This is an optimization exercise on Yosys and OpenROAD, whose aim is small area, not a production implementation. RTL that was checked went through simulation tests only; none was proved equivalent to the original. Only the layout flow was run in run 5; the RTL was not checked for function there. Power figures rest on the tool's default switching activity, not on a simulated workload.

==> design.v <==
`default_nettype none
package cpu16_pkg;
	typedef logic [15:0] word_t;
	typedef logic [$clog2(16)-1:0] reg_idx_t;
	typedef logic [4:0] flags_t;
endpackage
`default_nettype wire
`timescale 1ns/100ps
`default_nettype none
module decoder (
	input  cpu16_pkg::word_t  instr,
	input  logic              instr_valid,
	input  cpu16_pkg::flags_t flags,
	output logic              use_imm,
	output logic              op_add,      
	output logic              op_addc,     
	output logic              op_sub,      
	output logic [3:0]        logic_tt,
	output logic              op_not,
	output logic              op_shl,
	output logic              op_shr,
	output logic              sh_arith,
	output logic              op_load,
	output logic              op_link,
	output logic              set_flags,
	output logic              wb_en,
	output logic              mem_we,
	output logic              jump_taken
);
	logic [3:0] hi;
	logic [3:0] ext;
	logic       cond_met;
	logic       r0, r4, r8;
	logic       cmp_nowr;
	logic       op_and, op_or, op_xor;
	assign hi  = instr[15:12];
	assign ext = instr[7:4];
	assign r0 = (hi == 4'h0);
	assign r4 = (hi == 4'h4);
	assign r8 = (hi == 4'h8);
	always_comb
	begin
		case (instr[11:8])
			4'b0000:  cond_met = flags[4];
			4'b0001:  cond_met = !flags[4];
			4'b0010:  cond_met = flags[3];
			4'b0011:  cond_met = !flags[3];
			4'b0100:  cond_met = flags[1];
			4'b0101:  cond_met = !flags[1];
			4'b0110:  cond_met = flags[0];
			4'b0111:  cond_met = !flags[0];
			4'b1000:  cond_met = flags[2];
			4'b1001:  cond_met = !flags[2];
			4'b1010:  cond_met = !flags[1] && !flags[4];
			4'b1011:  cond_met = flags[1] || flags[4];
			4'b1100:  cond_met = !flags[0] && !flags[4];
			4'b1101:  cond_met = flags[0] || flags[4];
			4'b1110: cond_met = 1'b1;
			default:   cond_met = 1'b0;
		endcase
	end
	assign use_imm = !(r0 || r4 || (r8 && ext[2]));
	assign op_addc = (r0 && (ext == 4'h4 || ext == 4'h7)) || hi == 4'h7 || hi == 4'hA;
	assign op_add  = op_addc || (r0 && (ext == 4'h5 || ext == 4'h6)) || hi == 4'h5 || hi == 4'h6;
	assign cmp_nowr = (r0 && (ext == 4'h8 || ext == 4'hB)) ||
	                  ((hi == 4'hB || hi == 4'hC) && ext == 4'h0);
	assign op_sub  = cmp_nowr || (r0 && ext == 4'h9) || hi == 4'h9;
	assign op_and  = (r0 && ext == 4'h1) || hi == 4'h1;
	assign op_or   = (r0 && ext == 4'h2) || hi == 4'h2;
	assign op_xor  = (r0 && ext == 4'h3) || hi == 4'h3;
	assign op_not  = r0 && ext == 4'hF;
	assign op_shr  = r8 && (ext[2] ? (!ext[3] && ext[0]) : ext[1]);
	assign op_shl  = r8 && (ext[2] ? (!ext[3] && !ext[0]) : !ext[1]);
	assign sh_arith = ext[2] ? ext[1] : ext[3];
	assign logic_tt = ({4{op_and}} & 4'b0010) | ({4{op_or}} & 4'b0110) | ({4{op_xor}} & 4'b0100);
	assign op_load = r4 && ext == 4'h0;
	assign op_link = r4 && ext == 4'h8;
	assign set_flags = instr_valid && (op_add || op_sub);
	assign wb_en = instr_valid && (op_add || (op_sub && !cmp_nowr) || op_and || op_or ||
	               op_xor || op_not || op_shl || op_shr || op_load || op_link);
	assign mem_we = instr_valid && r4 && ext == 4'h4;
	assign jump_taken = instr_valid && r4 && (ext == 4'h8 || (ext == 4'hC && cond_met));
endmodule
`default_nettype wire
`timescale 1ns/100ps
`default_nettype none
module regfile (
	input  logic                clk,
	input  logic                arst_n,
	input  logic                wr_en,
	input  cpu16_pkg::reg_idx_t wr_idx,
	input  cpu16_pkg::word_t    wr_data,
	input  cpu16_pkg::reg_idx_t rd_a_idx,
	input  cpu16_pkg::reg_idx_t rd_b_idx,
	output cpu16_pkg::word_t    rd_a_data,
	output cpu16_pkg::word_t    rd_b_data
);
	cpu16_pkg::word_t     regs [16];
	logic [16-1:0] valid;
	logic [16-1:0] sel_a;
	logic [16-1:0] sel_b;
	logic [16-1:0] sel_w;
	for (genvar i = 0; i < 16; i++)
	begin : g_reg
		assign sel_w[i] = wr_en && (wr_idx == i);
		assign sel_a[i] = valid[i] && (rd_a_idx == i);
		assign sel_b[i] = valid[i] && (rd_b_idx == i);
		always_ff @(posedge clk or negedge arst_n)
		begin
			if (!arst_n)
				valid[i] <= 1'b0;
			else if (sel_w[i])
				valid[i] <= 1'b1;
		end
		always_ff @(posedge clk)
		begin
			if (sel_w[i])
				regs[i] <= wr_data;
		end
	end
	for (genvar j = 0; j < 16; j++)
	begin : g_read
		logic [16-1:0] col;
		for (genvar i = 0; i < 16; i++)
		begin : g_col
			assign col[i] = regs[i][j];
		end
		assign rd_a_data[j] = |(col & sel_a);
		assign rd_b_data[j] = |(col & sel_b);
	end
endmodule
`default_nettype wire
`timescale 1ns/100ps
`default_nettype none
module alu (
	input  logic              clk,
	input  logic              arst_n,
	input  cpu16_pkg::word_t  a,
	input  cpu16_pkg::word_t  b,
	input  logic              op_add,
	input  logic              op_addc,
	input  logic              op_sub,
	input  logic [3:0]        logic_tt,    
	input  logic              op_not,
	input  logic              op_shl,
	input  logic              op_shr,
	input  logic              sh_arith,
	input  logic              set_flags,
	output cpu16_pkg::flags_t flags,
	output cpu16_pkg::word_t  result
);
	cpu16_pkg::word_t  bx;
	cpu16_pkg::word_t  sum;
	logic [16:0]       c;
	cpu16_pkg::word_t  ap, ag;
	logic [16:0]       lt;
	cpu16_pkg::word_t  logic_res;
	cpu16_pkg::word_t  shift_res;
	cpu16_pkg::word_t  sh0, sh1, sh2, sh3, sh4, sh5;
	logic              sh_fill;
	cpu16_pkg::flags_t flags_next;
	assign bx = b ^ {16{op_sub}};
	assign c[0] = op_sub || (op_addc && flags[3]);
	assign lt[0] = 1'b0;
	assign ap = a ^ bx;
	assign ag = a & bx;
	for (genvar k = 0; k < 4; k++)
	begin : g_cla
		logic [3:0] p4, g4;
		logic       ci;
		assign p4 = ap[4*k +: 4];
		assign g4 = ag[4*k +: 4];
		assign ci = c[4*k];
		assign c[4*k+1] = g4[0] | (p4[0] & ci);
		assign c[4*k+2] = g4[1] | (p4[1] & g4[0]) | (p4[1] & p4[0] & ci);
		assign c[4*k+3] = g4[2] | (p4[2] & g4[1]) | (p4[2] & p4[1] & g4[0]) |
		                  (p4[2] & p4[1] & p4[0] & ci);
		assign c[4*k+4] = g4[3] | (p4[3] & g4[2]) | (p4[3] & p4[2] & g4[1]) |
		                  (p4[3] & p4[2] & p4[1] & g4[0]) | (p4[3] & p4[2] & p4[1] & p4[0] & ci);
	end
	for (genvar i = 0; i < 16; i++)
	begin : g_bit
		assign sum[i] = ap[i] ^ c[i];
		assign lt[i+1] = ap[i] ? b[i] : lt[i];
	end
	for (genvar i = 0; i < 16; i++)
	begin : g_logic
		assign logic_res[i] = logic_tt[{ap[i], ag[i]}];
	end
	assign sh_fill = sh_arith && op_shr && a[15];
	for (genvar i = 0; i < 16; i++)
	begin : g_shift
		assign sh0[i] = op_shl ? a[15-i] : a[i];
		assign sh1[i] = b[0] ? ((i + 1 < 16) ? sh0[(i+1)%16] : sh_fill) : sh0[i];
		assign sh2[i] = b[1] ? ((i + 2 < 16) ? sh1[(i+2)%16] : sh_fill) : sh1[i];
		assign sh3[i] = b[2] ? ((i + 4 < 16) ? sh2[(i+4)%16] : sh_fill) : sh2[i];
		assign sh4[i] = b[3] ? ((i + 8 < 16) ? sh3[(i+8)%16] : sh_fill) : sh3[i];
		assign sh5[i] = b[4] ? sh_fill : sh4[i];
	end
	for (genvar i = 0; i < 16; i++)
	begin : g_shout
		assign shift_res[i] = op_shl ? sh5[15-i] : (op_shr & sh5[i]);
	end
	assign result = ({16{op_add | op_sub}} & sum) | logic_res | ({16{op_not}} & ~b) | shift_res;
	assign flags_next[4] = op_sub ? (&ap) : !(|ap);
	assign flags_next[1] = op_sub ? !c[16] : lt[16];
	assign flags_next[0] = flags_next[1] ^ a[15] ^ b[15];
	assign flags_next[3] = c[16] ^ op_sub;
	assign flags_next[2] = c[16] ^ c[15];
	always_ff @(posedge clk or negedge arst_n)
	begin
		if (!arst_n)
			flags <= '0;
		else if (set_flags)
			flags <= flags_next;
	end
endmodule
`default_nettype wire
`timescale 1ns/100ps
`default_nettype none
module exec_core (
	input  logic                clk,
	input  logic                arst_n,
	input  cpu16_pkg::word_t    instr,
	input  logic                instr_valid,
	input  cpu16_pkg::word_t    pc,
	input  cpu16_pkg::word_t    mem_rdata,
	output cpu16_pkg::word_t    mem_addr,
	output cpu16_pkg::word_t    mem_wdata,
	output logic                mem_we,
	output logic                jump_taken,
	output cpu16_pkg::word_t    jump_target,
	output logic                wb_en_o,
	output cpu16_pkg::reg_idx_t wb_idx,
	output cpu16_pkg::word_t    wb_data,
	output cpu16_pkg::flags_t   flags
);
	cpu16_pkg::word_t rd_a_data;
	cpu16_pkg::word_t rd_b_data;
	cpu16_pkg::word_t b_eff;
	cpu16_pkg::word_t alu_result;
	cpu16_pkg::word_t pc_inc;
	logic use_imm;
	logic [3:0] logic_tt;
	logic op_add, op_addc, op_sub, op_not, op_shl, op_shr, sh_arith;
	logic op_load, op_link, set_flags;
	decoder decoder_i (
		.instr      (instr),
		.instr_valid(instr_valid),
		.flags      (flags),
		.use_imm    (use_imm),
		.op_add     (op_add),
		.op_addc    (op_addc),
		.op_sub     (op_sub),
		.logic_tt   (logic_tt),
		.op_not     (op_not),
		.op_shl     (op_shl),
		.op_shr     (op_shr),
		.sh_arith   (sh_arith),
		.op_load    (op_load),
		.op_link    (op_link),
		.set_flags  (set_flags),
		.wb_en      (wb_en_o),
		.mem_we     (mem_we),
		.jump_taken (jump_taken)
	);
	assign wb_idx = instr[11:8];
	regfile regfile_i (
		.clk       (clk),
		.arst_n    (arst_n),
		.wr_en     (wb_en_o),
		.wr_idx    (instr[11:8]),
		.wr_data   (wb_data),
		.rd_a_idx  (instr[11:8]),
		.rd_b_idx  (instr[3:0]),
		.rd_a_data (rd_a_data),
		.rd_b_data (rd_b_data)
	);
	assign b_eff = use_imm ? {{8{instr[7]}}, instr[7:0]} : rd_b_data;
	alu alu_i (
		.clk       (clk),
		.arst_n    (arst_n),
		.a         (rd_a_data),
		.b         (b_eff),
		.op_add    (op_add),
		.op_addc   (op_addc),
		.op_sub    (op_sub),
		.logic_tt  (logic_tt),
		.op_not    (op_not),
		.op_shl    (op_shl),
		.op_shr    (op_shr),
		.sh_arith  (sh_arith),
		.set_flags (set_flags),
		.flags     (flags),
		.result    (alu_result)
	);
	assign mem_addr = rd_b_data;
	assign mem_wdata = rd_a_data;
	assign jump_target = rd_b_data;
	assign pc_inc = pc + 16'd1;
	assign wb_data = alu_result | ({16{op_load}} & mem_rdata) | ({16{op_link}} & pc_inc);
endmodule
`default_nettype wire
==> flow/run.sh <==
#!/bin/bash
# The standard layout, with two changes: ABC maps the logic with an area-oriented script
# (flow/abc.script), and the port buffers are the smallest buffer cell.
set -euo pipefail
here=$(pwd)
rm -rf "$here/scripts_own"
cp -r "$FLOW_HOME/scripts" "$here/scripts_own"
cp "$here/flow/abc.script" "$here/scripts_own/abc_area.script"
cp "$here/flow/abc.script" "$here/scripts_own/abc_speed.script"
export SCRIPTS_DIR="$here/scripts_own"
export BUFFER_PORTS_ARGS="-buffer_cell sky130_fd_sc_hd__buf_1"
bash standard.sh > "$here/layout_make.log" 2>&1
==> flow/abc.script <==
strash
&get -n
&st
&dch
&nf -R 1000
&put
==> standard.sh <==
#!/bin/bash
# synth_recipe.tcl (not shown) runs the flow's synth.tcl, then flattens the netlist and writes it again
# the make line also repeats each setting of config.mk as NAME=value (left out here)
make -C /OpenROAD-flow-scripts/flow DESIGN_CONFIG=/design/flow/config.mk WORK_HOME=/design/flow/orfs CLKGATE_MAP_FILE= SYNTH_SCRIPT=/design/flow/synth_recipe.tcl "${@:-finish}"
==> config.mk <==
export PLATFORM = sky130hd
export DESIGN_NAME = exec_core
export DESIGN_NICKNAME = exec_core
export VERILOG_FILES = /design/flow/design.v
export SDC_FILE = /design/flow/constraint.sdc
export NUM_CORES = 4
export LEC_CHECK = 0
export ABC_AREA = 1
export CAP_MARGIN = 0
export CORE_MARGIN = 2
export CORE_UTILIZATION = 40
export CTS_BUF_LIST = sky130_fd_sc_hd__clkbuf_8
export CTS_CLUSTER_DIAMETER = 60
export CTS_CLUSTER_SIZE = 16
export SETUP_SLACK_MARGIN = 0.3
export SLEW_MARGIN = 0
==> constraint.sdc <==
create_clock -name core_clock -period 11.0 [get_ports {clk}]
set_input_delay 2.2000 -clock core_clock [delete_from_list [all_inputs] [get_ports {clk}]]
set_output_delay 2.2000 -clock core_clock [all_outputs]
set_load 0.01 [all_outputs]
==> flow_summary.ini, run 1 <==
[run_status]
status = complete, no violations

[die]
die_area_mm2 = 0.0378
die_w_um = 194
initial_utilization = 0.407
io_pins = 127
rows = 69
core_mm2 = 0.0357
die_h_um = 194

[timing]
finalCritPeriodShare = 0.934
setup_tns_ns = 0
rsz0062_at_grt = false
worst_slew_pin_slew_ns = 1.26
min_period_ns = 10.27
finalSetupViolCount = 0
hold_viol = 0
slew_viol_final = 0
relSlewSlack = 0.158
max_freq_ghz = 0.0974
fin_worst_skew_ns = 0.0199

[critical_path]
crit_required_ns = 8.80
endpoint_kind = output pin
r2r_start = regfile_i.valid[14]
startpoint_type = primary input
critPathMaxFanout = 12
crit_type = in2out
cp.arrival_ns = 8.07
crit_path_start = instr[9]

[pwr]
total_power_w = 0.00251
p_comb_frac = 0.260
ir_drop_v = 0.0000635
p_leak_nw = 5.47
p_sw_frac = 0.323
power_frac_clock = 0.233
p_per_area_mw_per_mm2 = 152
intPower_w = 0.00170
seq_power_share = 0.507
p_switching_w = 0.000812

[synth]
synth_seq_cells = 277
syn_inst = 1204
synthArstFlopShare = 0.0758
syn_area_mm2 = 0.0145
synthesis.nets = 1276
yosys_warnings = 4
synth.avg_cell_area_um2 = 12.0
yosysUniqueCellTypes = 52
synth-edff-count = 256
synth_ff_type = edfxtp_1
yosysSeqAreaShare = 0.567

[finish]
fin_cells = 1882
layout_common_cells = edfxtp_1, buf_1, nand2_1
fin_util = 0.464
area_growth_pct = 14.0
final_nets = 1483
final_common_cell = edfxtp_1
fin_area_mm2 = 0.0165
num_antenna_cells = 0
drive_gt1_frac = 0.0978

[clock_tree]
cts_root_buffer = clkbuf_8
cts_tree = built
cts_made_buffers = 22
clk_latency_ns = 0.56
clock-sinks = 277
clkTransAtPathRegs_ns = 0.10
cts_max_path_buffers = 3
htree_levels = 1

[run]
maxCapViolCount = 0

[routing]
drc_errors = 0
firstDrtPassIters = 27
wire_per_inst_um = 27.8
avgViaCountPerCell = 6.67
vias = 12600
drt-total-wl_mm = 52.3
ant_nets = 0
drt_iter0_markers = 2198

[hold_path]
min_path_type = reg2reg
min_from = regfile_i.valid[2]

[placement]
dp_cells = 1848
place_area_mm2 = 0.0161
port_buffers = 126
dpl.hpwl_mm = 38.3
gp_congestion = 0.942

[grt]
grt_max_degree = 24
antenna_found_initial = 0
grt_pass1_vias = 11800
grt_use_total = 0.269
grt-ovfl-total = 0
grt_pass1_wl_mm = 76.9
critical path: stages:
cell      delay, ns
buf_1          0.22
nand2b_1       0.16
buf_4          0.18
nor2_1         0.08
and2_0         0.27
buf_4          0.25
a222oi_1       0.36
and3_1         0.24
nand4_1        0.30
ha_1           0.51
and4_1         0.20
a221o_1        0.40
nand3_1        0.11
nand2_1        0.08
and2_0         0.19
o21ai_0        0.18
nand2b_1       0.14
nand3_1        0.11
nand2_1        0.08
and2_0         0.17
o21ai_1        0.15
nand2b_1       0.11
fa_1           0.46
a221oi_1       0.27
nand2_1        0.10
a21oi_1        0.16
o21ai_2        0.16
buf_1          0.19
per-layer routing:
layer | part of all wire | global-route usage
met4 | 0.031 | 0.0843
met5 | 0 | 0
met1 | 0.41 | 0.379
met3 | 0.098 | 0.0455
met2 | 0.46 | 0.425
cells in the mapped netlist, types with 16 or more instances:
cell type  instances  area [um^2]
a21oi_1           62          310
a22oi_1           52          390
nand4_1           28          175
a221oi_1          51          447
a22o_1            31          272
dfrtp_1           21          526
and3_1            54          338
buf_4             20          150
nor3_1            28          140
xnor2_1           25          219
o21ai_0           46          230
ha_1              17          213
and4_1            16          140
or2_0             18          113
clkinv_1          19         71.3
edfxtp_1         256         7690
a222oi_1          89          891
nand2_1          105          394
nand2b_1          17          106
nor2_1            72          270
mux2i_1           39          390
nand3_1           30          150
layout make-up:
cell class,count,area (um^2)
fill,3299,19100
clock buffer,25,344
multi-input combinational,888,6180
clock inverter,9,95.1
tap,461,577
inverter,19,71.3
sequential,277,8210
timing repair buffer,203,1050
power by group through the flow:
stage / Combinational [W] / Clock [W] / Sequential [W]
3_3_place_gp: 0.000643 / 0 / 0.00130
2_1_floorplan: 0.000384 / 0 / 0.00129
4_1_cts: 0.000648 / 0.000598 / 0.00127
5_1_grt: 0.000708 / 0.000639 / 0.00128
6_report: 0.000654 / 0.000586 / 0.00128
3_5_place_dp: 0.000646 / 0 / 0.00130
metrics by stage:
step | hold WS, ns | setup WS, ns
2_1_floorplan | 0.449 | 0.595
3_3_place_gp | 0.479 | 0.557
3_5_place_dp | 0.485 | 0.519
4_1_cts | 0.507 | 0.491
5_1_grt | 0.521 | 0.314
6_report | 0.513 | 0.730
kinds of logic after synthesis:
| logic type | after synthesis | share of synthesized area |
|---|---|---|
| flops | 277 | 0.567 |
| mux | 45 | 0.0316 |
| xor+xnor | 33 | 0.0199 |
| buf+inv | 39 | 0.0153 |
| simple gates | 407 | 0.143 |
| fa+ha+maj | 21 | 0.0202 |
| compound gates | 382 | 0.203 |
final timing paths:
kind	slack, ns	endpoint	depth (start not counted)
min	0.51	regfile_i.valid[2]	1
min in group asynchronous	1.60	regfile_i.valid[14]	2
max in group asynchronous	9.17	alu_i.flags[2]	2
max	0.73	wb_data[12]	28
max reg2reg	4.82	regfile_i.regs[15][12]	27
min reg2reg	0.51	regfile_i.valid[2]	1
registers in the layout, summed over array words and instances, names as in the netlist:
register         cells
regfile_i.regs     256
alu_i.flags          5
regfile_i.valid     16
timing repair:
item / CTS / global route
setup buffers: 0 / 0
hold buffers: 0 / 0
setup endpoints to repair: 0 / 4
resized for setup: 0 / 13
==> inputs of run 2 (changes only) <==
==> flow/abc.script (replaced) <==
strash
&get -n
&st
&dch
&nf -R 1000
&put
topo
stime -c
buffer -c
upsize -c
dnsize -c
--- a/config.mk
+++ b/config.mk
@@ -8,3 +8,3 @@
 export ABC_AREA = 1
-export CAP_MARGIN = 0
+export CAP_MARGIN = 20
 export CORE_MARGIN = 2
@@ -15,2 +15,2 @@
 export SETUP_SLACK_MARGIN = 0.3
-export SLEW_MARGIN = 0
+export SLEW_MARGIN = 20
==> run 2 against run 1 <==
Effect of this change:
- final cell count up 0.74%
- non-clock buffer count up 3
- sequential power about the same
- register-to-register slack worse by 0.06 ns
- combinational power up 3.8%
- critical endpoint unchanged
- critical path type unchanged
- still clean
- design area up 0.59%
- worst setup slack worse by 0.041 ns
- largest power group unchanged
- highest routed layer unchanged
==> flow_summary.ini, run 2 <==
[run]
maxCapViolCount = 0

[synth]
synth_area_leaders = edfxtp_1, a222oi_1, dfrtp_1, a221oi_1, nand2_1
synth_top_area_share = 0.514
synth-edff-count = 256
synth_seq_cells = 277
syn_area_mm2 = 0.0150
synthArstFlopShare = 0.0758
synth.avg_cell_area_um2 = 11.5
yosysSeqAreaShare = 0.549
yosysUniqueCellTypes = 64
synth_ff_type = edfxtp_1
yosys_warnings = 4
synthTopCellsByCount = edfxtp_1, nand2_1, a222oi_1
syn_inst = 1305
yosysMostFrequentCell = edfxtp_1
synthesis.nets = 1377
synth_top_cell_by_area = edfxtp_1

[placement]
port_buffers = 126
pre_cts_slack_ns = 0.705
place_area_mm2 = 0.0161
dpl.hpwl_mm = 39.1
gp_congestion = 0.988

[clock_tree]
clock-sinks = 277
clk_latency_ns = 0.57
cts_setup_buffers = 0
cts_made_buffers = 24
cts_root_buffer = clkbuf_8
clkTransAtPathRegs_ns = 0.09
htree_levels = 1
cts_tree = built
cts_max_path_buffers = 3

[routing]
avgViaCountPerCell = 6.60
vias = 12500
ant_nets = 0
drc_errors = 0
drt-total-wl_mm = 52.9
drt_iter0_markers = 1965
wire_per_inst_um = 27.9
firstDrtPassIters = 10

[critical_path]
crit_type = in2out
startpoint_type = primary input
critPathMaxFanout = 12
slowest_delay_ns = 0.55
crit_required_ns = 8.80
worst_path_max_delay_cell = ha_1
endpoint_kind = output pin
cp.arrival_ns = 8.11

[timing]
min_period_ns = 10.31
rsz0062_at_grt = false
fin_worst_skew_ns = 0.0261
setup_tns_ns = 0
finalCritPeriodShare = 0.937
whs_ns = 0.504
hold_viol = 0
finalSetupViolCount = 0
max_freq_ghz = 0.0970
finalWorstSetupSlack_ns = 0.689
worst_slew_pin_slew_ns = 1.12
relSlewSlack = 0.252
slew_viol_final = 0

[pwr]
p_per_area_mw_per_mm2 = 155
p_leak_nw = 5.61
ir_drop_v = 0.0000828

[grt]
grt_pass1_vias = 11700
grt-ovfl-total = 0
grt_pass1_wl_mm = 77.0
grt_max_degree = 24
antenna_found_initial = 1
grt_use_total = 0.265

[finish]
num_antenna_cells = 0
area_growth_pct = 11.2
drive_gt1_frac = 0.120
fin_util = 0.453
top_register = regfile_i.regs
fin_area_mm2 = 0.0166
final_nets = 1488
reg_top3 = regfile_i.regs x256, regfile_i.valid x16, alu_i.flags x5
largest_reg_flops = 256
n_fill_cell = 3404
layout_common_cells = edfxtp_1, buf_1, nand2_1
final_common_cell = edfxtp_1

[run_status]
status = complete, no violations

[die]
initial_utilization = 0.407
rows = 70
io_pins = 127
die_w_um = 197
die_area_mm2 = 0.0389
core_mm2 = 0.0367
die_h_um = 197

[hold_path]
min_path_type = reg2reg
==> run 2: cell types whose count changed after synthesis, moves of 6 or more <==
cell / change
clkbuf_1: +78
clkinv_1: -19
inv_1: +19
or2_0: -18
or2_2: +18
buf_2: +14
and2_0: -11
and2_1: +10
buf_1: +6
==> run 2: logic make-up after synthesis <==
kind of cell / after synthesis / synth area share
buf+inv: 140 / 0.0423
compound gates: 382 / 0.198
mux: 45 / 0.0311
fa+ha+maj: 21 / 0.0196
xor+xnor: 33 / 0.0193
simple gates: 407 / 0.140
flops: 277 / 0.549
==> run 2: area by class of cell <==
class | count | area [um^2] | share of cell area
clock buffers | 25 | 344 | 0.0207
clock inverters | 13 | 138 | 0.00828
inverters | 19 | 71.3 | 0.00429
multi-input cells | 888 | 6200 | 0.373
flip-flops and latches | 277 | 8210 | 0.494
well taps | 468 | 586 | 0.0352
repair buffers | 206 | 1080 | 0.0649
==> run 2: path summary, 6_finish.rpt <==
| kind | start | to | slack (ns) | cells past startpoint |
|---|---|---|---|---|
| max in group asynchronous | arst_n | alu_i.flags[2] | 9.17 | 2 |
| worst max register to register | regfile_i.valid[8] | regfile_i.regs[11][12] | 4.76 | 25 |
| min in group asynchronous | arst_n | regfile_i.valid[8] | 1.60 | 2 |
| worst max-delay path | instr[8] | wb_data[12] | 0.69 | 26 |
| worst min register to register | regfile_i.valid[1] | regfile_i.valid[1] | 0.50 | 1 |
| worst min-delay path | regfile_i.valid[1] | regfile_i.valid[1] | 0.50 | 1 |
==> run 2: repair_timing <==
action | CTS | global route
setup endpoints to repair | 0 | 1
hold buffers | 0 | 0
gates resized for setup | 0 | 4
==> run 2: through the flow <==
step / instances / power, W
floorplan: 1305 / 0.00169
detailed placement: 1858 / 0.00197
global route: 1896 / 0.00268
CTS: 1896 / 0.00257
finish: 1896 / 0.00257
global placement: 1857 / 0.00197
==> run 2: where the power goes <==
part | internal (W) | switching, W | total (W)
Clock | 0.000264 | 0.000350 | 0.000615
Sequential | 0.00124 | 0.0000351 | 0.00128
Combinational | 0.000214 | 0.000465 | 0.000679
Total | 0.00172 | 0.000851 | 0.00257
==> run 2: per-layer routing <==
layer | track usage | vias to the layer above | wire length [um]
met5 | 0 | - | 0
met4 | 0.0888 | 0 | 1550
met3 | 0.0596 | 84 | 5430
met2 | 0.422 | 777 | 24400
met1 | 0.357 | 6164 | 21500
li1 | - | 5485 | -
==> run 2: critical path: cells and delay by family <==
| family | cells | cell delay [ns] |
|---|---|---|
| buf+inv | 2 | 0.56 |
| compound gates | 7 | 1.83 |
| simple gates | 15 | 2.50 |
| fa+ha+maj | 2 | 1.01 |
==> inputs of run 3 (changes only) <==
--- a/config.mk
+++ b/config.mk
@@ -14,3 +14,4 @@
 export CTS_CLUSTER_SIZE = 16
-export SETUP_SLACK_MARGIN = 0.3
+export GPL_TIMING_DRIVEN = 0
+export SETUP_SLACK_MARGIN = 0.0
 export SLEW_MARGIN = 20
==> run 3 against run 2 <==
Effect of this change:
- still clean
- clock-buffer cell count fell by 3
- maximum frequency fell by 3.1%
- combinational power rose by 3.2%
- synthesized area did not move
- critical path depth rose by 6
- global-route usage rose by 0.68 points
- register-to-register slack got worse by 0.15 ns
- first-iteration DRC count fell by 3.2%
- utilization rose by 0.73 points
- critical endpoint is now wb_data[15]
- largest cell class unchanged
- largest power group unchanged
==> flow_summary.ini, run 3 <==
[run_status]
status = complete, no violations

[finish]
fin_area_mm2 = 0.0169
reg_top3 = regfile_i.regs x256, regfile_i.valid x16, alu_i.flags x5
drive_gt1_frac = 0.135
largest_reg_flops = 256
num_antenna_cells = 0
layout_common_cells = edfxtp_1, buf_1, nand2_1
n_fill_cell = 3442
final_nets = 1556
area_growth_pct = 13.0
final_common_cell = edfxtp_1
top_register = regfile_i.regs

[grt]
grt-ovfl-total = 0
grt_use_total = 0.271
grt_pass1_vias = 12100
antenna_found_initial = 0
grt_pass1_wl_mm = 78.8
grt_max_degree = 22

[synth]
syn_area_mm2 = 0.0150
synth_ff_type = edfxtp_1
yosys_warnings = 4
synth_seq_cells = 277
synthesis.nets = 1377
synth.avg_cell_area_um2 = 11.5
syn_inst = 1305
synth_top_cell_by_area = edfxtp_1
yosysUniqueCellTypes = 64
synth_area_leaders = edfxtp_1, a222oi_1, dfrtp_1, a221oi_1, nand2_1
synth-edff-count = 256
yosysSeqAreaShare = 0.549
synth_top_area_share = 0.514
synthArstFlopShare = 0.0758
yosysMostFrequentCell = edfxtp_1
synthTopCellsByCount = edfxtp_1, nand2_1, a222oi_1

[placement]
place_area_mm2 = 0.0163
port_buffers = 125
dpl.hpwl_mm = 40.2
gp_congestion = 0.993

[critical_path]
cp.arrival_ns = 8.44
crit_required_ns = 8.80
worst_path_max_delay_cell = a221o_1
cp_top_family = simple AND/OR/NAND/NOR gates
slowest_delay_ns = 0.41
endpoint_kind = output pin
critPathMaxFanout = 13
critical_path.most_common_cell = nand3_1
startpoint_type = primary input
critPathBufInv = 8
crit_type = in2out

[timing]
slew_viol_final = 0
hold_viol = 0
max_freq_ghz = 0.0940
whs_ns = 0.494
fin_worst_skew_ns = 0.0359
finalCritPeriodShare = 0.967
worst_slew_pin_slew_ns = 1.18
finalSetupViolCount = 0
relSlewSlack = 0.212
min_period_ns = 10.64

[die]
die_h_um = 197
die_area_mm2 = 0.0389
io_pins = 127
initial_utilization = 0.407
rows = 70
die_w_um = 197
core_mm2 = 0.0367

[pwr]
p_per_area_mw_per_mm2 = 148
ir_drop_v = 0.0000903
p_leak_nw = 5.76

[routing]
drc_errors = 0
ant_nets = 0
drt_iter0_markers = 1902
drt-total-wl_mm = 54.4
wire_per_inst_um = 27.7
vias = 12800
firstDrtPassIters = 9
avgViaCountPerCell = 6.51

[clock_tree]
cts_root_buffer = clkbuf_8
cts_max_path_buffers = 3
htree_levels = 1
holdBufCountCts = 0
clk_latency_ns = 0.57
cts_tree = built
clkTransAtPathRegs_ns = 0.11
cts_made_buffers = 22
clock-sinks = 277

[hold_path]
min_path_type = reg2reg

[run]
maxCapViolCount = 0
run 3: cell counts after synthesis:
Identical to the previous run, type by type.
run 3: final cells by class:
type | instances | area, um^2 | share of cell area
clock inverters | 12 | 63.8 | 0.00378
flip-flops and latches | 277 | 8210 | 0.486
well taps | 468 | 586 | 0.0347
multi-input cells | 888 | 6310 | 0.374
clock buffers | 22 | 303 | 0.0179
inverters | 19 | 71.3 | 0.00422
plain buffers | 113 | 571 | 0.0338
repair buffers | 163 | 776 | 0.0459
run 3: repair_timing:
| item | in CTS | in global routing |
|---|---|---|
| resized for setup | 23 | 53 |
| setup buffers | 6 | 7 |
| pin swaps | 4 | 4 |
| endpoints found under the hold margin | 0 | 0 |
| setup endpoints to repair | 7 | 5 |
run 3: worst register-to-register path: cells and delay by family, from the launching register on:
family | cells | cell delay [ns]
AOI/OAI and AO/OA | 7 | 1.64
xor gates and xnor gates | 2 | 0.31
buffers and inverters | 5 | 1.03
DFF | 1 | 0.41
and+or+nand+nor | 13 | 1.87
adders and majority gates | 2 | 0.66
muxes | 1 | 0.18
run 3: power breakdown:
part	total (W)	switching, W	leakage, nW	internal (W)
sequential	0.00127	0.0000279	2.60	0.00124
combinational	0.000701	0.000475	2.95	0.000225
clock	0.000529	0.000338	0.212	0.000191
run 3: final timing paths:
kind	startpoint	to	slack [ns]	cells past startpoint
setup / recovery	instr[8]	wb_data[15]	0.36	32
hold / removal	regfile_i.valid[2]	regfile_i.valid[2]	0.49	1
setup reg to reg	regfile_i.valid[14]	regfile_i.regs[15][13]	4.61	30
hold reg to reg	regfile_i.valid[2]	regfile_i.valid[2]	0.49	1
max in group asynchronous	arst_n	alu_i.flags[2]	9.02	1
min in group asynchronous	arst_n	regfile_i.valid[12]	1.60	1
run 3: metrics by stage:
stage	util	total power, W	TNS [ns]	setup WS (ns)	cells
3_5_place_dp	0.444	0.00196	-5.21	-1.08	1923
4_1_cts	0.457	0.00249	0	0.0172	1958
2_1_floorplan	-	0.00169	0	0.670	1305
5_1_grt	0.460	0.00261	-0.0315	-0.0279	1962
3_3_place_gp	0.436	0.00194	-10.29	-1.93	1898
6_report	0.460	0.00250	0	0.364	1962
run 3: cell families after synthesis:
group,share of synthesized area
xor gates and xnor gates,0.0193
DFF,0.549
muxes,0.0311
buffers and inverters,0.0423
AOI/OAI and AO/OA,0.198
adders and majority gates,0.0196
and+or+nand+nor,0.140
run 3: layer usage:
| metal | up-vias | track usage | part of all wire |
|---|---|---|---|
| li1 | 5635 | - | - |
| met1 | 6336 | 0.361 | 0.41 |
| met2 | 707 | 0.456 | 0.47 |
| met3 | 103 | 0.0396 | 0.082 |
| met4 | 0 | 0.0922 | 0.033 |
| met5 | - | 0 | 0 |
==> inputs of run 4 (changes only) <==
--- a/design.v
+++ b/design.v
@@ -123,2 +123,4 @@
 		logic [16-1:0] col;
+		logic [16-1:0] term_a, term_b;
+		logic [5:0]           grp_a, grp_b;
 		for (genvar i = 0; i < 16; i++)
@@ -127,4 +129,13 @@
 		end
-		assign rd_a_data[j] = |(col & sel_a);
-		assign rd_b_data[j] = |(col & sel_b);
+		assign term_a = col & sel_a;
+		assign term_b = col & sel_b;
+		for (genvar k = 0; k < 5; k++)
+		begin : g_grp
+			assign grp_a[k] = |term_a[3*k +: 3];
+			assign grp_b[k] = |term_b[3*k +: 3];
+		end
+		assign grp_a[5] = term_a[15];
+		assign grp_b[5] = term_b[15];
+		assign rd_a_data[j] = (grp_a[0] | grp_a[1] | grp_a[2]) | (grp_a[3] | grp_a[4] | grp_a[5]);
+		assign rd_b_data[j] = (grp_b[0] | grp_b[1] | grp_b[2]) | (grp_b[3] | grp_b[4] | grp_b[5]);
 	end
--- a/config.mk
+++ b/config.mk
@@ -14,4 +14,3 @@
 export CTS_CLUSTER_SIZE = 16
-export GPL_TIMING_DRIVEN = 0
-export SETUP_SLACK_MARGIN = 0.0
+export SETUP_SLACK_MARGIN = 0.3
 export SLEW_MARGIN = 20
==> run 4 against run 3 <==
Effect of this change:
- non-clock buffer count shrank 105
- clock skew shrank 0.015 ns
- via count shrank 2.5%
- final cell count shrank 7.3%
- total power shrank 3.6%
- die area shrank 1.2%
- critical endpoint is now wb_data[13]
==> flow_summary.ini, run 4 <==
[finish]
ff_latch_area_mm2 = 0.00821
num_antenna_cells = 0
multi_input_area_mm2 = 0.00606
final_nets = 1416
top_register = regfile_i.regs
largest_reg_flops = 256
area_growth_pct = 8.92
final_common_cell = edfxtp_1
layout_common_cells = edfxtp_1, a222oi_1, buf_1
n_fill_cell = 3407
drive_gt1_frac = 0.0970
fin_cells = 1819
reg_top3 = regfile_i.regs x256, regfile_i.valid x16, alu_i.flags x5

[routing]
drc_errors = 0
vias = 12500
firstDrtPassIters = 14
avgViaCountPerCell = 6.85
ant_nets = 0
drt-total-wl_mm = 51.9
drt_iter0_markers = 2750
wire_per_inst_um = 28.5

[placement]
dp_cells = 1789
dpl.hpwl_mm = 37.1
port_buffers = 126
gp_congestion = 0.971

[timing]
max_freq_ghz = 0.0962
worst_slew_pin_slew_ns = 1.16
finalSetupViolCount = 0
rsz0062_at_grt = false
slew_viol_final = 0
setup_tns_ns = 0
finalCritPeriodShare = 0.945
fin_worst_skew_ns = 0.0207
min_period_ns = 10.39
relSlewSlack = 0.224
hold_viol = 0

[synth]
synthTopCellsByCount = edfxtp_1, a222oi_1, nand2_1
yosysSeqAreaShare = 0.556
synth.avg_cell_area_um2 = 11.6
yosys_warnings = 4
yosysUniqueCellTypes = 57
syn_area_mm2 = 0.0148
synth-edff-count = 256
synthArstFlopShare = 0.0758
syn_inst = 1275
synth_ff_type = edfxtp_1
synth_top_area_share = 0.521
yosysMostFrequentCell = edfxtp_1
synth_seq_cells = 277
synthesis.nets = 1347
synth_top_cell_by_area = edfxtp_1
synth_area_leaders = edfxtp_1, a222oi_1, dfrtp_1, mux2i_1, nand2_1

[pwr]
p_per_area_mw_per_mm2 = 150
ir_drop_v = 0.0000616
p_leak_nw = 5.50

[grt]
grt_max_degree = 31
grt_use_total = 0.263
antenna_found_initial = 0
grt_pass1_vias = 11500
grt-ovfl-total = 0
grt_pass1_wl_mm = 75.6

[clock_tree]
clk_latency_ns = 0.57
htree_levels = 1
cts_max_path_buffers = 3
cts_tree = built
clkTransAtPathRegs_ns = 0.09
cts_made_buffers = 21
cts_root_buffer = clkbuf_8
cts_setup_buffers = 0
clock-sinks = 277
holdBufCountCts = 0

[critical_path]
critPathMaxFanout = 16
cp.arrival_ns = 8.19
r2r_start = regfile_i.valid[4]
crit_type = in2out
endpoint = wb_data[13]
rr_worst_depth = 25
timing.rr.end = regfile_i.regs[6][13]
reg2reg_slack_ns = 4.68
crit_path_start = instr[9]
startpoint_type = primary input
endpoint_kind = output pin
crit_required_ns = 8.80

[die]
rows = 70
initial_utilization = 0.405
die_area_mm2 = 0.0385
io_pins = 127
die_w_um = 196
die_h_um = 196
core_mm2 = 0.0364

[hold_path]
min_path_type = reg2reg

[run_status]
status = complete, no violations

[run]
maxCapViolCount = 0
run 4: cell types whose count changed after synthesis, sizes merged, moves of 12 or more:
| cell | delta |
|---|---|
| a211o | +17 |
| a221oi | -33 |
| a222oi | +61 |
| a22o | -31 |
| a22oi | -35 |
| and4 | -12 |
| buf | -17 |
| clkbuf | +21 |
| nand3 | +12 |
| nor2 | -15 |
run 4: routing by layer:
metal / vias up / track usage / routed length [um]
met5: - / 0 / 0
met4: 0 / 0.0859 / 1950
met3: 122 / 0.0376 / 5810
met2: 905 / 0.405 / 22700
met1: 6106 / 0.382 / 21400
li1: 5332 / - / -
run 4: kinds of logic (layout without fill, tap and decap cells):
group	count (synthesis)	count (layout)	synth area share
AO/OA/AOI/OAI	386	386	0.205
XOR/XNOR	30	30	0.0178
adder cells (fa/ha/maj)	21	21	0.0198
buffers and inverters	144	220	0.0421
flip-flops	277	277	0.556
multiplexers	47	47	0.0326
AND/OR/NAND/NOR	370	370	0.127
run 4: area by class of cell:
| type | instances | share of cell area |
|---|---|---|
| flip-flops and latches | 277 | 0.511 |
| clock buffers | 21 | 0.0180 |
| multi-input cells | 854 | 0.377 |
| clock inverters | 9 | 0.00288 |
| well taps | 468 | 0.0364 |
| repair buffers | 171 | 0.0504 |
| inverters | 19 | 0.00444 |
run 4: where the power goes:
part	switching [W]	total, W	internal [W]
Clock	0.000323	0.000501	0.000178
Combinational	0.000441	0.000638	0.000197
Sequential	0.0000324	0.00127	0.00124
Total	0.000796	0.00241	0.00161
run 4: worst max-delay path: stages:
cell,delay (ns)
buf_1,0.34
nor2_1,0.20
and3_1,0.46
a222oi_1,0.47
nand3_1,0.22
a211o_1,0.35
ha_1,0.47
a21o_1,0.25
a21o_1,0.19
a221o_1,0.34
nand3_1,0.12
a21oi_1,0.11
o21ai_0,0.23
nand2b_1,0.13
nand3_1,0.10
nand2_1,0.07
and2_1,0.19
o21ai_0,0.20
nand2b_1,0.15
fa_1,0.39
xor2_1,0.17
a22oi_1,0.16
nand3_1,0.10
a21oi_1,0.14
o21ai_1,0.23
buf_1,0.20
run 4: timing repair:
| item | in CTS | in global routing |
|---|---|---|
| gates resized for setup | 0 | 14 |
| setup endpoints to repair | 0 | 3 |
| hold endpoints to repair | 0 | 0 |
run 4: worst min-delay path by stage:
stage	start	end	slack [ns]	cells after the start
after CTS	regfile_i.valid[9]	regfile_i.valid[9]	0.50	1
after floorplan	regfile_i.valid[7]	regfile_i.valid[7]	0.44	2
after detailed placement	regfile_i.valid[10]	regfile_i.valid[10]	0.48	1
after global placement	regfile_i.valid[3]	regfile_i.valid[3]	0.47	1
final	regfile_i.valid[9]	regfile_i.valid[9]	0.49	1
after global routing	regfile_i.valid[10]	regfile_i.valid[10]	0.51	1
run 4: stage by stage:
step	power (W)	instance area [um^2]	hold WS (ns)	setup WS [ns]	util
global route	0.00251	16100	0.509	0.332	0.441
floorplan	0.00167	14800	0.444	1.14	-
global placement	0.00192	15700	0.474	0.742	0.431
CTS	0.00240	16100	0.498	0.603	0.441
detailed placement	0.00192	15700	0.476	0.622	0.431
finish	0.00241	16100	0.494	0.608	0.441
==> inputs of run 5 (changes only) <==
--- a/design.v
+++ b/design.v
@@ -160,2 +160,3 @@
 	output cpu16_pkg::flags_t flags,
+	input  cpu16_pkg::word_t  ext_res,     
 	output cpu16_pkg::word_t  result
@@ -212,5 +213,5 @@
 	begin : g_shout
-		assign shift_res[i] = op_shl ? sh5[15-i] : (op_shr & sh5[i]);
+		assign shift_res[i] = (op_shl & sh5[15-i]) | (op_shr & sh5[i]) | (op_not & !b[i]);
 	end
-	assign result = ({16{op_add | op_sub}} & sum) | logic_res | ({16{op_not}} & ~b) | shift_res;
+	assign result = (({16{op_add | op_sub}} & sum) | ext_res) | shift_res | logic_res;
 	assign flags_next[4] = op_sub ? (&ap) : !(|ap);
@@ -305,2 +306,3 @@
 		.flags     (flags),
+		.ext_res   (({16{op_load}} & mem_rdata) | ({16{op_link}} & pc_inc)),
 		.result    (alu_result)
@@ -311,3 +313,3 @@
 	assign pc_inc = pc + 16'd1;
-	assign wb_data = alu_result | ({16{op_load}} & mem_rdata) | ({16{op_link}} & pc_inc);
+	assign wb_data = alu_result;
 endmodule
--- a/config.mk
+++ b/config.mk
@@ -10,3 +10,3 @@
 export CORE_MARGIN = 2
-export CORE_UTILIZATION = 40
+export CORE_UTILIZATION = 60
 export CTS_BUF_LIST = sky130_fd_sc_hd__clkbuf_8
==> run 5 against run 4 <==
Effect of this change:
- clock power is 3% higher
- worst hold slack improved by 0.0032 ns
- non-clock buffer count increased by 30
- combinational power about the same
- largest power group unchanged
- synthesized area is essentially flat
- sequential share of layout area decreased by 0.20 points
- largest cell class unchanged
- first-iteration DRC count up 10%
- synthesized cell count is 0.63% lower
==> flow_summary.ini, run 5 <==
[timing]
hold_viol = 0
finalWorstSetupSlack_ns = 0.584
setup_tns_ns = 0
whs_ns = 0.497
rsz0062_at_grt = false
fin_worst_skew_ns = 0.0254
relSlewSlack = 0.249
worst_slew_pin_slew_ns = 1.13
max_freq_ghz = 0.0960
min_period_ns = 10.42
finalSetupViolCount = 0
finalCritPeriodShare = 0.947
slew_viol_final = 0

[pwr]
p_per_area_mw_per_mm2 = 150
ir_drop_v = 0.000115
p_leak_nw = 5.62
total_power_w = 0.00242

[synth]
synth_top_cell_by_area = edfxtp_1
synthesis.nets = 1339
yosys_warnings = 4
synthTopCellsByCount = edfxtp_1, a222oi_1, nand2_1
synth.avg_cell_area_um2 = 11.7
synth_area_leaders = edfxtp_1, a222oi_1, dfrtp_1, mux2i_1, nand2_1
yosysMostFrequentCell = edfxtp_1
synth_ff_type = edfxtp_1
syn_area_mm2 = 0.0148
yosysUniqueCellTypes = 63
synth-edff-count = 256
syn_inst = 1267
synth_seq_cells = 277
synthArstFlopShare = 0.0758
yosysSeqAreaShare = 0.556
synth_top_area_share = 0.520

[finish]
area_growth_pct = 9.27
num_antenna_cells = 0
final_common_cell = edfxtp_1
top_register = regfile_i.regs
final_nets = 1440
largest_reg_flops = 256
fin_area_mm2 = 0.0161
drive_gt1_frac = 0.120
layout_common_cells = edfxtp_1, a222oi_1, buf_1
reg_top3 = regfile_i.regs x256, regfile_i.valid x16, alu_i.flags x5

[placement]
place_area_mm2 = 0.0158
dpl.hpwl_mm = 35.6
pre_cts_slack_ns = 0.483
gp_congestion = 0.985
port_buffers = 126

[grt]
antenna_found_initial = 0
grt-ovfl-total = 0
grt_pass1_wl_mm = 73.2
grt_max_degree = 24
grt_use_total = 0.377
grt_pass1_vias = 11700

[die]
die_w_um = 161
die_area_mm2 = 0.0259
rows = 57
initial_utilization = 0.609
core_mm2 = 0.0242
die_h_um = 161
io_pins = 127

[critical_path]
timing.rr.end = regfile_i.regs[15][12]
worst_path_max_delay_cell = a211oi_2
startpoint_type = primary input
r2r_start = regfile_i.valid[3]
crit_required_ns = 8.80
reg2reg_slack_ns = 4.83
cp.arrival_ns = 8.22
cp_top_family = compound AO/OA/AOI/OAI gates
slowest_delay_ns = 0.39
endpoint_kind = output pin
rr_worst_depth = 26
critPathMaxFanout = 13
critPathBufInv = 4
critical_path.most_common_cell = o21ai_2
crit_type = in2out

[routing]
ant_nets = 0
wire_per_inst_um = 29.1
vias = 12700
drt-total-wl_mm = 49.5
drc_errors = 0
firstDrtPassIters = 10
drt_iter0_markers = 3033
avgViaCountPerCell = 7.48

[run]
maxCapViolCount = 0

[clock_tree]
cts_tree = built
htree_levels = 1
cts_root_buffer = clkbuf_8
cts_setup_buffers = 0
clkTransAtPathRegs_ns = 0.09
cts_max_path_buffers = 3
cts_made_buffers = 22
clk_latency_ns = 0.56
clock-sinks = 277

[hold_path]
min_path_type = reg2reg
min_path_cells = 1
min_from = regfile_i.valid[14]
hold_end = regfile_i.valid[14]

[run_status]
status = complete, no violations
[run 5: cell families after synthesis]
family	after synthesis	synth area share
fa+ha+maj	21	0.0198
simple gates	366	0.124
xor+xnor	33	0.0196
flops	277	0.556
buf+inv	144	0.0426
compound gates	378	0.204
mux	48	0.0340
[run 5: power breakdown]
group          leakage, nW  internal, W  switching (W)
clock network        0.208     0.000191       0.000324
registers             2.59      0.00123      0.0000304
logic                 2.83     0.000205       0.000432
[run 5: per-stage QoR]
stage          utilization  instances
2_1_floorplan            -       1267
3_3_place_gp         0.650       1667
5_1_grt              0.666       1701
3_5_place_dp         0.650       1667
6_report             0.666       1701
4_1_cts              0.665       1700
[run 5: final cells by class]
class,count,area [um^2]
Sequential cell,277,8210
Fill cell,1918,8110
Multi-Input combinational cell,846,6040
Timing Repair Buffer,201,1040
Tap cell,324,405
Clock buffer,22,303
Inverter,20,75.1
Clock inverter,11,65.1
[run 5: repair_timing]
action / in CTS / in global routing
endpoints found under the setup margin: 0 / 2
hold endpoints to repair: 0 / 0
hold buffers: 0 / 0
resized for setup: 0 / 4
[run 5: how the worst max path moves through the flow]
stage          startpoint          end  slack (ns)  depth (start not counted)
3_5_place_dp     instr[8]  wb_data[13]        0.48                         28
3_3_place_gp     instr[8]  wb_data[13]        0.63                         28
5_1_grt          instr[1]  wb_data[13]        0.30                         29
6_report         instr[3]  wb_data[13]        0.58                         29
4_1_cts          instr[8]  wb_data[13]        0.48                         28
2_1_floorplan   instr[13]  wb_data[15]        0.82                         27
[run 5: worst register-to-register path, delay by kind of cell (launching register included)]
kind | cells | cell delay, ns
AOI/OAI and AO/OA | 11 | 2.01
xor gates and xnor gates | 1 | 0.21
adders and majority gates | 2 | 0.79
buffers and inverters | 2 | 0.52
DFF | 1 | 0.40
muxes | 1 | 0.29
and+or+nand+nor | 9 | 1.78
[run 5: layer usage]
layer / vias to the layer above / share of wire / GRT usage
li1: 5395 / - / -
met1: 6111 / 0.39 / 0.560
met2: 1098 / 0.44 / 0.555
met3: 119 / 0.14 / 0.0757
met4: 0 / 0.039 / 0.134
met5: - / 0 / 0
==> inputs of run 6 (changes only) <==
--- a/design.v
+++ b/design.v
@@ -17,3 +17,4 @@
 	output logic              op_sub,      
-	output logic [3:0]        logic_tt,
+	output logic              lg_p,
+	output logic              lg_g,
 	output logic              op_not,
@@ -74,3 +75,4 @@
 	assign sh_arith = ext[2] ? ext[1] : ext[3];
-	assign logic_tt = ({4{op_and}} & 4'b0010) | ({4{op_or}} & 4'b0110) | ({4{op_xor}} & 4'b0100);
+	assign lg_p = op_xor || op_or;
+	assign lg_g = op_and || op_or;
 	assign op_load = r4 && ext == 4'h0;
@@ -153,3 +155,4 @@
 	input  logic              op_sub,
-	input  logic [3:0]        logic_tt,    
+	input  logic              lg_p,        
+	input  logic              lg_g,        
 	input  logic              op_not,
@@ -199,3 +202,3 @@
 	begin : g_logic
-		assign logic_res[i] = logic_tt[{ap[i], ag[i]}];
+		assign logic_res[i] = (lg_p & ap[i]) | (lg_g & ag[i]);
 	end
@@ -254,4 +257,5 @@
 	cpu16_pkg::word_t pc_inc;
+	logic [16:0]      pc_cy;
 	logic use_imm;
-	logic [3:0] logic_tt;
+	logic lg_p, lg_g;
 	logic op_add, op_addc, op_sub, op_not, op_shl, op_shr, sh_arith;
@@ -266,3 +270,4 @@
 		.op_sub     (op_sub),
-		.logic_tt   (logic_tt),
+		.lg_p       (lg_p),
+		.lg_g       (lg_g),
 		.op_not     (op_not),
@@ -299,3 +304,4 @@
 		.op_sub    (op_sub),
-		.logic_tt  (logic_tt),
+		.lg_p      (lg_p),
+		.lg_g      (lg_g),
 		.op_not    (op_not),
@@ -312,3 +318,8 @@
 	assign jump_target = rd_b_data;
-	assign pc_inc = pc + 16'd1;
+	assign pc_cy[0] = 1'b1;
+	for (genvar i = 0; i < 16; i++)
+	begin : g_inc
+		assign pc_inc[i] = pc[i] ^ pc_cy[i];
+		assign pc_cy[i+1] = pc_cy[i] & pc[i];
+	end
 	assign wb_data = alu_result;
--- a/flow/run.sh
+++ b/flow/run.sh
@@ -1,4 +1,5 @@
 #!/bin/bash
-# The standard layout, with two changes: ABC maps the logic with an area-oriented script
-# (flow/abc.script), and the port buffers are the smallest buffer cell.
+# The standard layout, with these changes: ABC maps the logic with an area-oriented script
+# (flow/abc.script); the port buffers are the smallest buffer cell; clock tree synthesis adds
+# no dummy loads; and after global routing the non-critical gates are downsized.
 set -euo pipefail
@@ -11,2 +12,4 @@
 export BUFFER_PORTS_ARGS="-buffer_cell sky130_fd_sc_hd__buf_1"
+export CTS_ARGS="-sink_clustering_enable -repair_clock_nets -buf_list sky130_fd_sc_hd__clkbuf_8 -sink_clustering_size 16 -sink_clustering_max_diameter 60 -dont_use_dummy_load"
+export RECOVER_POWER=100
 bash standard.sh > "$here/layout_make.log" 2>&1
--- a/config.mk
+++ b/config.mk
@@ -10,3 +10,3 @@
 export CORE_MARGIN = 2
-export CORE_UTILIZATION = 60
+export CORE_UTILIZATION = 40
 export CTS_BUF_LIST = sky130_fd_sc_hd__clkbuf_8
==> run 6 against run 5 <==
Effect of this change:
- now fails the layout checks on max-capacitance violations, max-slew violations
- clock power decreased by 4.1%
- synthesized cell count decreased by 3.9%
- final cell count increased by 4.1%
- clock skew increased by 0.038 ns
- clock-buffer cell count unchanged
- non-clock buffer count decreased by 18
- maximum frequency decreased by 0.35%
- sequential power about the same
- global-route usage decreased by 12 points
- register-to-register slack got worse by 0.48 ns
- worst setup slack got worse by 0.037 ns
- sequential share of layout area increased by 1.1 points
- largest cell class unchanged
==> flow_summary.ini, run 6 <==
[synth]
yosysMostFrequentCell = edfxtp_1
synth_seq_cells = 277
synth_ff_type = edfxtp_1
synth_top_cell_by_area = edfxtp_1
syn_area_mm2 = 0.0147
synthesis.nets = 1303
synth.avg_cell_area_um2 = 12.0
synthArstFlopShare = 0.0758
yosys_warnings = 4
synth-edff-count = 256
synth_top_area_share = 0.525
syn_inst = 1218
synthTopCellsByCount = edfxtp_1, a222oi_1, nand2_1
yosysUniqueCellTypes = 62
yosysSeqAreaShare = 0.561
synth_area_leaders = edfxtp_1, a222oi_1, dfrtp_1, nand2_1, mux2i_1

[grt]
antenna_found_initial = 0
grt_pass1_vias = 11500
grt_max_degree = 25
grt-ovfl-total = 0
grt_use_total = 0.261
grt_pass1_wl_mm = 74.5

[finish]
drive_gt1_frac = 0.0791
layout_common_cells = edfxtp_1, a222oi_1, buf_1
fin_area_mm2 = 0.0158
largest_reg_flops = 256
ff_latch_area_mm2 = 0.00821
multi_input_area_mm2 = 0.00582
n_fill_cell = 3372
reg_top3 = regfile_i.regs x256, regfile_i.valid x16, alu_i.flags x5
final_nets = 1389
final_common_cell = edfxtp_1
top_register = regfile_i.regs
num_antenna_cells = 0
area_growth_pct = 7.93

[hold_path]
hold_end = regfile_i.valid[6]
min_path_cells = 1
min_path_type = reg2reg
min_from = regfile_i.valid[6]

[die]
core_mm2 = 0.0363
rows = 70
die_area_mm2 = 0.0382
io_pins = 127
die_h_um = 195
die_w_um = 195
initial_utilization = 0.403

[placement]
gp_congestion = 0.975
port_buffers = 126
place_area_mm2 = 0.0156
pre_cts_slack_ns = 0.349
dpl.hpwl_mm = 37.2

[critical_path]
critPathMaxFanout = 9
crit_required_ns = 8.80
timing.rr.end = regfile_i.regs[9][13]
startpoint_type = primary input
reg2reg_slack_ns = 4.35
endpoint_kind = output pin
r2r_start = regfile_i.valid[14]
cp.arrival_ns = 8.25
crit_type = in2out
rr_worst_depth = 26

[timing]
setup_tns_ns = 0
rsz0062_at_grt = true
worst_slew_pin_slew_ns = 2.00
min_period_ns = 10.45
hold_viol = 0
finalCritPeriodShare = 0.950
slew_viol_final = 71
whs_ns = 0.486
max_freq_ghz = 0.0957
fin_worst_skew_ns = 0.0629
relSlewSlack = -0.342
finalSetupViolCount = 0
finalWorstSetupSlack_ns = 0.548

[clock_tree]
holdBufCountCts = 0
htree_levels = 1
cts_max_path_buffers = 3
cts_tree = built
clk_latency_ns = 0.57
cts_made_buffers = 22
clock-sinks = 277
clkTransAtPathRegs_ns = 0.10
cts_root_buffer = clkbuf_8

[routing]
ant_nets = 0
drc_errors = 0
drt_iter0_markers = 2523
drt-total-wl_mm = 51.2
vias = 12100
firstDrtPassIters = 12
avgViaCountPerCell = 6.83
wire_per_inst_um = 28.9

[pwr]
p_leak_nw = 5.36
total_power_w = 0.00242
p_per_area_mw_per_mm2 = 153
ir_drop_v = 0.0000581

[run_status]
status = complete, but fails checks
so_faults = max-capacitance violations, max-slew violations

[run]
maxCapViolCount = 4
==> run 6: timing repair <==
action	CTS	global route
setup buffers	0	0
resized for setup	1	8
setup endpoints to repair	1	3
==> run 6: power breakdown <==
part           switching (W)  total, W  internal [W]
Sequential         0.0000322   0.00128       0.00125
Clock               0.000314  0.000494      0.000180
Combinational       0.000452  0.000651      0.000199
==> run 6: stage by stage <==
| stage | instances | util |
|---|---|---|
| after floorplan | 1218 | - |
| after global routing | 1770 | 0.435 |
| after global placement | 1748 | 0.431 |
| final | 1770 | 0.435 |
| after CTS | 1770 | 0.439 |
| after detailed placement | 1748 | 0.431 |
==> run 6: how the worst max path moves through the flow <==
stage                        start           to  slack, ns  depth (start not counted)
after global placement    instr[9]  wb_data[12]       0.44                         27
after CTS                 instr[1]  wb_data[12]       0.52                         29
after detailed placement  instr[8]  wb_data[12]       0.35                         27
after global routing      instr[2]  wb_data[12]       0.16                         29
after floorplan           instr[2]  wb_data[15]       1.10                         30
final                     instr[2]  wb_data[12]       0.55                         27
==> run 6: layout make-up <==
type                    count  area share
flip-flops and latches    277       0.519
inverters                  23     0.00546
multi-input cells         797       0.368
clock buffers              22      0.0191
well taps                 468      0.0370
repair buffers            183      0.0508
==> run 6: cell families after synthesis <==
family                     share of synthesized area
AOI/OAI and AO/OA                              0.190
xor gates and xnor gates                      0.0179
adders and majority gates                     0.0311
buffers and inverters                         0.0436
DFF                                            0.561
muxes                                         0.0370
and+or+nand+nor                                0.120
==> run 6: critical path, cell delays in order <==
cell      delay, ns
clkbuf_1       0.16
and2_0         0.26
and3_1         0.34
buf_4          0.24
a222oi_1       0.35
nand2_1        0.13
a211o_1        0.37
mux2i_1        0.34
xnor2_1        0.14
ha_1           0.48
nand4_1        0.29
o21ai_2        0.30
nand3_1        0.12
nand2_1        0.12
and2_1         0.16
o21ai_1        0.07
and2b_1        0.20
nor2_1         0.13
a211oi_2       0.07
nor2b_1        0.16
o21ai_1        0.09
and2b_1        0.20
fa_1           0.49
o211ai_1       0.10
a221oi_1       0.27
o21ai_2        0.24
buf_1          0.21
==> run 6: metal layers <==
metal / vias up / GRT usage / wire, um
met2: 799 / 0.420 / 23700
met1: 6028 / 0.364 / 20500
met5: - / 0 / 0
met4: 0 / 0.0814 / 1810
met3: 105 / 0.0389 / 5140
li1: 5152 / - / -
==> inputs of run 7 (changes only) <==
--- a/flow/run.sh
+++ b/flow/run.sh
@@ -3,3 +3,3 @@
 # (flow/abc.script); the port buffers are the smallest buffer cell; clock tree synthesis adds
-# no dummy loads; and after global routing the non-critical gates are downsized.
+# no dummy loads.
 set -euo pipefail
@@ -13,3 +13,3 @@
 export CTS_ARGS="-sink_clustering_enable -repair_clock_nets -buf_list sky130_fd_sc_hd__clkbuf_8 -sink_clustering_size 16 -sink_clustering_max_diameter 60 -dont_use_dummy_load"
-export RECOVER_POWER=100
+
 bash standard.sh > "$here/layout_make.log" 2>&1
==> run 7 against run 6 <==
Effect of this change:
- the run now finishes clean
- clock power about the same
- synthesized area unchanged
- sequential share of layout area down 0.55 points
- final cell count unchanged
- design area up 1.1%
- largest power group unchanged
==> flow_summary.ini, run 7 <==
[placement]
gp_congestion = 0.975
dpl.hpwl_mm = 37.2
port_buffers = 126
place_area_mm2 = 0.0156

[clock_tree]
htree_levels = 1
holdBufCountCts = 0
cts_max_path_buffers = 3
clock-sinks = 277
clk_latency_ns = 0.56
cts_made_buffers = 22
cts_tree = built
cts_root_buffer = clkbuf_8
clkTransAtPathRegs_ns = 0.10

[synth]
syn_area_mm2 = 0.0147
yosysUniqueCellTypes = 62
yosysSeqAreaShare = 0.561
yosys_warnings = 4
synthArstFlopShare = 0.0758
synth-edff-count = 256
synth_seq_cells = 277
synthesis.nets = 1303
synth_ff_type = edfxtp_1
synthTopCellsByCount = edfxtp_1, a222oi_1, nand2_1
synth_top_area_share = 0.525
yosysMostFrequentCell = edfxtp_1
synth_area_leaders = edfxtp_1, a222oi_1, dfrtp_1, nand2_1, mux2i_1
synth.avg_cell_area_um2 = 12.0
syn_inst = 1218
synth_top_cell_by_area = edfxtp_1

[routing]
wire_per_inst_um = 29.0
vias = 12100
drt_iter0_markers = 2464
avgViaCountPerCell = 6.86
drt-total-wl_mm = 51.4
firstDrtPassIters = 10
ant_nets = 0
drc_errors = 0

[finish]
top_register = regfile_i.regs
num_antenna_cells = 0
final_common_cell = edfxtp_1
layout_common_cells = edfxtp_1, a222oi_1, buf_1
drive_gt1_frac = 0.110
final_nets = 1389
fin_area_mm2 = 0.0160
reg_top3 = regfile_i.regs x256, regfile_i.valid x16, alu_i.flags x5
multi_input_area_mm2 = 0.00589
ff_latch_area_mm2 = 0.00821
n_fill_cell = 3333
area_growth_pct = 9.08
largest_reg_flops = 256

[timing]
setup_tns_ns = 0
max_freq_ghz = 0.0964
finalSetupViolCount = 0
worst_slew_pin_slew_ns = 1.12
finalCritPeriodShare = 0.943
rsz0062_at_grt = true
fin_worst_skew_ns = 0.0588
slew_viol_final = 0
relSlewSlack = 0.252
min_period_ns = 10.37
hold_viol = 0

[grt]
grt_use_total = 0.261
grt_pass1_wl_mm = 74.5
antenna_found_initial = 0
grt_pass1_vias = 11500
grt-ovfl-total = 0
grt_max_degree = 25

[run]
maxCapViolCount = 0

[die]
die_area_mm2 = 0.0382
rows = 70
core_mm2 = 0.0363
die_w_um = 195
io_pins = 127
initial_utilization = 0.403
die_h_um = 195

[critical_path]
endpoint_kind = output pin
crit_type = in2out
cp.arrival_ns = 8.17
critPathMaxFanout = 16
crit_required_ns = 8.80
startpoint_type = primary input

[pwr]
power_frac_clock = 0.202
seq_power_share = 0.524
p_comb_frac = 0.274
intPower_w = 0.00164
p_per_area_mw_per_mm2 = 153
ir_drop_v = 0.0000585
p_switching_w = 0.000802
p_sw_frac = 0.329
p_leak_nw = 5.47

[hold_path]
min_path_type = reg2reg

[run_status]
status = complete, no violations
[run 7: cell types whose count changed in the layout (fill, tap and decap cells not counted), sizes merged]
cell    previous run  this run
clkbuf            55        22
buf              150       183
[run 7: worst paths after layout]
check	slack (ns)	endpoint	startpoint	depth (start not counted)
min in group asynchronous	1.63	regfile_i.valid[14]	arst_n	2
max in group asynchronous	9.13	alu_i.flags[3]	arst_n	2
min	0.49	regfile_i.valid[6]	regfile_i.valid[6]	1
min reg2reg	0.49	regfile_i.valid[6]	regfile_i.valid[6]	1
max reg2reg	4.81	regfile_i.regs[9][13]	regfile_i.valid[8]	26
max	0.63	wb_data[12]	instr[2]	27
[run 7: critical path: stages]
cell and delay, ns:
buf_1 0.25, nor2b_1 0.16, and3_1 0.46, a222oi_1 0.46
nand3_1 0.16, a211o_1 0.32, mux2i_1 0.18, buf_4 0.20
xnor2_1 0.08, ha_1 0.46, nand4_1 0.28, o21ai_2 0.29
nand3_1 0.11, nand2_1 0.12, and2_1 0.16, o21ai_1 0.07
and2b_1 0.20, nor2_1 0.13, a211oi_2 0.07, nor2b_1 0.16
o21ai_1 0.09, and2b_1 0.20, fa_1 0.49, o211ai_1 0.10
a221oi_1 0.27, o21ai_2 0.25, buf_1 0.21
[run 7: final cells by class]
type                    instances  area share
flip-flops and latches        277       0.514
multi-input cells             797       0.369
repair buffers                183      0.0564
well taps                     468      0.0366
clock buffers                  22      0.0189
inverters                      23     0.00540
[run 7: timing repair]
action	4_1_cts	5_1_grt
endpoints found under the setup margin	1	3
cloned	0	0
setup buffers	0	0
resized for setup	1	8
[run 7: layer usage]
layer  vias up  share of wire  GRT usage
met5         -              0          0
li1       5165              -          -
met2       850           0.46      0.420
met3        90           0.10     0.0389
met1      6041           0.40      0.364
met4         0          0.033     0.0814
[run 7: power by group through the flow]
| stage | sequential [W] | combinational [W] | clock [W] |
|---|---|---|---|
| floorplan | 0.00129 | 0.000404 | 0 |
| global placement | 0.00130 | 0.000650 | 0 |
| detailed placement | 0.00130 | 0.000655 | 0 |
| CTS | 0.00128 | 0.000658 | 0.000498 |
| finish | 0.00128 | 0.000668 | 0.000493 |
| global route | 0.00128 | 0.000716 | 0.000538 |
[run 7: cells by family (layout without fill, tap and decap cells)]
kind of cell	after synthesis	count (layout)	share of synthesized area
muxes	51	51	0.0370
DFF	277	277	0.561
and+or+nand+nor	346	346	0.120
adders and majority gates	34	34	0.0311
AOI/OAI and AO/OA	336	336	0.190
xor gates and xnor gates	30	30	0.0179
buffers and inverters	144	228	0.0436
[run 7: through the flow]
| step | utilization | total power [W] | setup slack, ns | cells | hold slack [ns] |
|---|---|---|---|---|---|
| 2_1_floorplan | - | 0.00169 | 1.10 | 1218 | 0.444 |
| 3_3_place_gp | 0.431 | 0.00195 | 0.442 | 1748 | 0.459 |
| 3_5_place_dp | 0.431 | 0.00195 | 0.349 | 1748 | 0.467 |
| 4_1_cts | 0.439 | 0.00243 | 0.525 | 1770 | 0.488 |
| 5_1_grt | 0.440 | 0.00253 | 0.265 | 1770 | 0.511 |
| 6_report | 0.440 | 0.00244 | 0.625 | 1770 | 0.486 |

-- re-timing with driven ports --
How much do the figures lean on ideal ports? The routed layouts below were timed once more, with nothing changed but the port constraints. Step 1, drivers: a clkbuf_16 drives clk and a buf_2 each remaining input, both assumed. Step 2, shift: input delay + t, output delay - t, t = (earliest + latest rising clock arrival at the registers) / 2. This alone moves slack from input paths to output paths. Three values: ideal, step 1, step 2; two values: the first two.
| run | t, ns | slack for setup (ns) | hold WS [ns] | slew at the worst register clock pin (ns) |
|---|---|---|---|---|
| run 1 | 0.590 | 0.730 / 0.710 / 0.710 | 0.513 / 0.513 / 0.513 | 0.11 / 0.11 |
| run 2 | 0.602 | 0.689 / 0.667 / 0.667 | 0.504 / 0.504 / 0.504 | 0.10 / 0.10 |
| run 3 | 0.600 | 0.364 / 0.337 / 0.337 | 0.494 / 0.494 / 0.494 | 0.11 / 0.11 |
| run 4 | 0.605 | 0.608 / 0.562 / 0.562 | 0.494 / 0.494 / 0.494 | 0.10 / 0.10 |
| run 5 | 0.591 | 0.584 / 0.546 / 0.546 | 0.497 / 0.497 / 0.497 | 0.11 / 0.11 |
| run 6 | 0.582 | 0.548 / 0.517 / 0.517 | 0.486 / 0.486 / 0.486 | 0.10 / 0.10 |
| run 7 | 0.582 | 0.625 / 0.587 / 0.587 | 0.486 / 0.486 / 0.486 | 0.11 / 0.11 |
The setup slack of run 4, which loses most, moves by -0.046 ns with the drivers and by -0.046 ns with both steps.
